This design comes from an exercise in tuning for small area on the open sky130 flow, not from production work.
At most, simulation tests tie the RTL to the original design; equivalence was not proved.
Power figures rest on the tool's default switching activity, not on a simulated workload.

Setup of the reference run:
Design pcie_tl, start of the top module:
module pcie_tl #(
    parameter int NUM_VC = 8
) (
    input  wire                               aclk,
    input  wire                               arst,
    input  wire                               awvalid_i,
    input  wire                               wvalid_i,
    input  wire pcie_tl_pkg::cpu_aw_t         cpu_aw_i,
    output logic                              awready_o,
    output logic                              wready_o,
    output logic                              bvalid_o,
    input  wire                               bready_i,
    output pcie_tl_pkg::axi_resp_t            bresp_o,
    input  wire                               arvalid_i,
    input  wire pcie_tl_pkg::cpu_ar_t         araddr_i,
    output logic                              arready_o,
    output logic                              rvalid_o,
    input  wire                               rready_i,
    output pcie_tl_pkg::cpu_r_t               cpu_r_o,
    output logic                              mem_arvalid_o,
    input  wire                               mem_arready_i,
    output logic [pcie_tl_pkg::DATA_W-1:0]    mem_araddr_o,
    input  wire                               mem_rvalid_i,
    output logic                              mem_rready_o,
    input  wire [pcie_tl_pkg::DATA_W-1:0]     mem_rdata_i,
    input  wire                               mem_rlast_i,
    output logic                              tx_valid_o,
    input  wire                               tx_ready_i,
    output logic [pcie_tl_pkg::DATA_W-1:0]    tx_data_o,
    input  wire                               linkup_i,
    input  wire [NUM_VC-1:0]                  dll_vc_up_i
);
For scale: ~290 flip-flops.
Settings: LEC_CHECK=0, CAP_MARGIN=20, CORE_MARGIN=2, CORE_UTILIZATION=70, SLEW_MARGIN=20; clock period 5.0 ns.
standard.sh (not shown) runs the stock make flow with config.mk's settings and CLKGATE_MAP_FILE= SYNTH_SCRIPT=/design/flow/synth_recipe.tcl, a recipe that flattens the netlist after the stock synthesis.
==> flow/flow/run.sh <==
#!/bin/bash
# Standard ORFS layout with two changes: the port buffers are the smallest
# buffer cell, and clock tree synthesis uses small clock buffers and no dummy
# loads. Each tool's full output goes to the ORFS logs under orfs/logs and the
# make output to flow_make.log in this folder.
set -euo pipefail
export BUFFER_PORTS_ARGS="-buffer_cell sky130_fd_sc_hd__buf_1"
export CTS_ARGS="-sink_clustering_enable -repair_clock_nets -dont_use_dummy_load -sink_clustering_size 12 -sink_clustering_max_diameter 60 -buf_list {sky130_fd_sc_hd__clkbuf_8 sky130_fd_sc_hd__clkbuf_4 sky130_fd_sc_hd__clkbuf_2}"
bash standard.sh > flow_make.log 2>&1
The reference run: done, clean on timing, DRC and antenna
#### Input delta (the trial run over the reference run)
-- flow/design.v --
<<< the reference run, line 153
        end
    end
    function automatic logic [25:0] inc26(input logic [25:0] x);
        logic c;
        c = 1'b1;
        for (int i = 0; i < 26; i++) begin
            inc26[i] = x[i] ^ c;
            c        = c & x[i];
        end
    endfunction
    localparam logic [2:0] T_IDLE = 3'd0;
    localparam logic [2:0] T_HDR0 = 3'd1;
>>> the trial run, line 153
        end
    end
    localparam logic [2:0] T_IDLE = 3'd0;
    localparam logic [2:0] T_HDR0 = 3'd1;
<<< the reference run, line 209
        end else if (chunk_go) begin
            left_q <= left_q - 1'b1;
            if (next_chunk) mem_araddr_o[31:6] <= inc26(mem_araddr_o[31:6]);
        end
        if (start_go) begin
>>> the trial run, line 201
        end else if (chunk_go) begin
            left_q <= left_q - 1'b1;
            if (next_chunk) mem_araddr_o[31:6] <= mem_araddr_o[31:6] + 1'b1;
        end
        if (start_go) begin
<<< the reference run, line 215
            tag_q   <= '0;
        end else if (last_xfer) begin
            taddr_q[31:6] <= inc26(taddr_q[31:6]);
            tag_q         <= tag_q + 1'b1;
        end
>>> the trial run, line 207
            tag_q   <= '0;
        end else if (last_xfer) begin
            taddr_q[31:6] <= taddr_q[31:6] + 1'b1;
            tag_q         <= tag_q + 1'b1;
        end
<<< the reference run, line 245
    end
    logic [31:0] rd_data;
    logic ra_base, ra_g1, ra_g2;
    assign ra_base = ra[31:14] == '0 && ra[11:5] == '0 && ra[1:0] == '0;
    assign ra_g1   = ra_base && ra[13:12] == 2'b01;
    assign ra_g2   = ra_base && ra[13:12] == 2'b10 && ra[4:3] == 2'b00;
    always_comb begin
        rd_data = '0;
        if (ra_g1) begin
            case (ra[4:2])
                3'd0: rd_data = tc_vc_map_q;
                3'd1: rd_data = link_ctrl_q;
                3'd2: rd_data = 32'(vc_up);
                3'd3: rd_data = bar0_q;
                3'd4: rd_data = {31'b0, dma_busy};
                default: rd_data = '0;
            endcase
        end else if (ra_g2) begin
            rd_data = ra[2] ? desc_addr_q : desc_len_q;
        end
    end
    always_ff @(posedge aclk) begin
>>> the trial run, line 237
    end
    logic [31:0] rd_data;
    always_comb begin
        case (ra)
            pcie_tl_pkg::REG_TC_VC_MAP:    rd_data = tc_vc_map_q;
            pcie_tl_pkg::REG_LINK_CTRL:    rd_data = link_ctrl_q;
            pcie_tl_pkg::REG_VC_FC_STATUS: rd_data = 32'(vc_up);
            pcie_tl_pkg::REG_BAR0_BASE:    rd_data = bar0_q;
            pcie_tl_pkg::REG_DMA_CFG:      rd_data = {31'b0, dma_busy};
            pcie_tl_pkg::REG_TX_DESC_LEN:  rd_data = desc_len_q;
            pcie_tl_pkg::REG_TX_DESC_ADDR: rd_data = desc_addr_q;
            default:          rd_data = '0;
        endcase
    end
    always_ff @(posedge aclk) begin
## What came out
The trial run finished every stage and its layout cleared the timing, DRC and antenna checks.
Compared with the reference run, in the trial run core area now sits higher, switching part of the total -7.1 points, final cell count rose by 112, first-pass GRT wire length went up by 4.5%, relative area of non-clock buffer cells in the final design decreased 0.29 points.
| placed wire-length estimate after detailed placement | the trial run vs the reference run | worse |
Against the reference run, largest clock skew in the final design in the trial run came out worse.
The fraction of synthesized cell area in xor and xnor cells in the trial run was higher than what the reference run gave.
The trial run ended up with tx_data_o[8] as its capture point of the worst path; the reference run ended up with mem_araddr_o[31].
Higher total non-filler cell area in the finished layout among the trial run and the reference run: the reference run
In the tables for the trial run and the reference run, power reads lower with the trial run.
For the reference run, only the layout was checked, not whether the RTL still works.

afterwards: timing with drivers on the ports:
The results above use ideal ports. As a check the final layouts listed here were re-extracted and re-timed, cells and wires unchanged. Step 1 (the two cells are an assumption about what drives the block):
set clk [get_ports {aclk}]
set_driving_cell -lib_cell sky130_fd_sc_hd__clkbuf_16 $clk
set_driving_cell -lib_cell sky130_fd_sc_hd__buf_2 [delete_from_list [all_inputs] $clk]
Step 2 moves the port delays by t, midway between the first and last clock arrival at a register: inputs arrive t later, outputs are due t later. That takes back most of the time a late clock gives input paths. Slacks: no drivers / after step 1 / after step 2; pairs: no drivers / after step 1.
run	shift t [ns]	slack for setup (ns)	worst hold slack (ns)	cell pins on the clock port's net
the reference run	0.581	0.133 / 0.133 / 0.133	0.408 / 0.408 / 0.408	1
the trial run	0.603	1.201 / 1.161 / 1.588	0.452 / 0.452 / 0.452	1
After both steps every run listed still meets setup and hold.
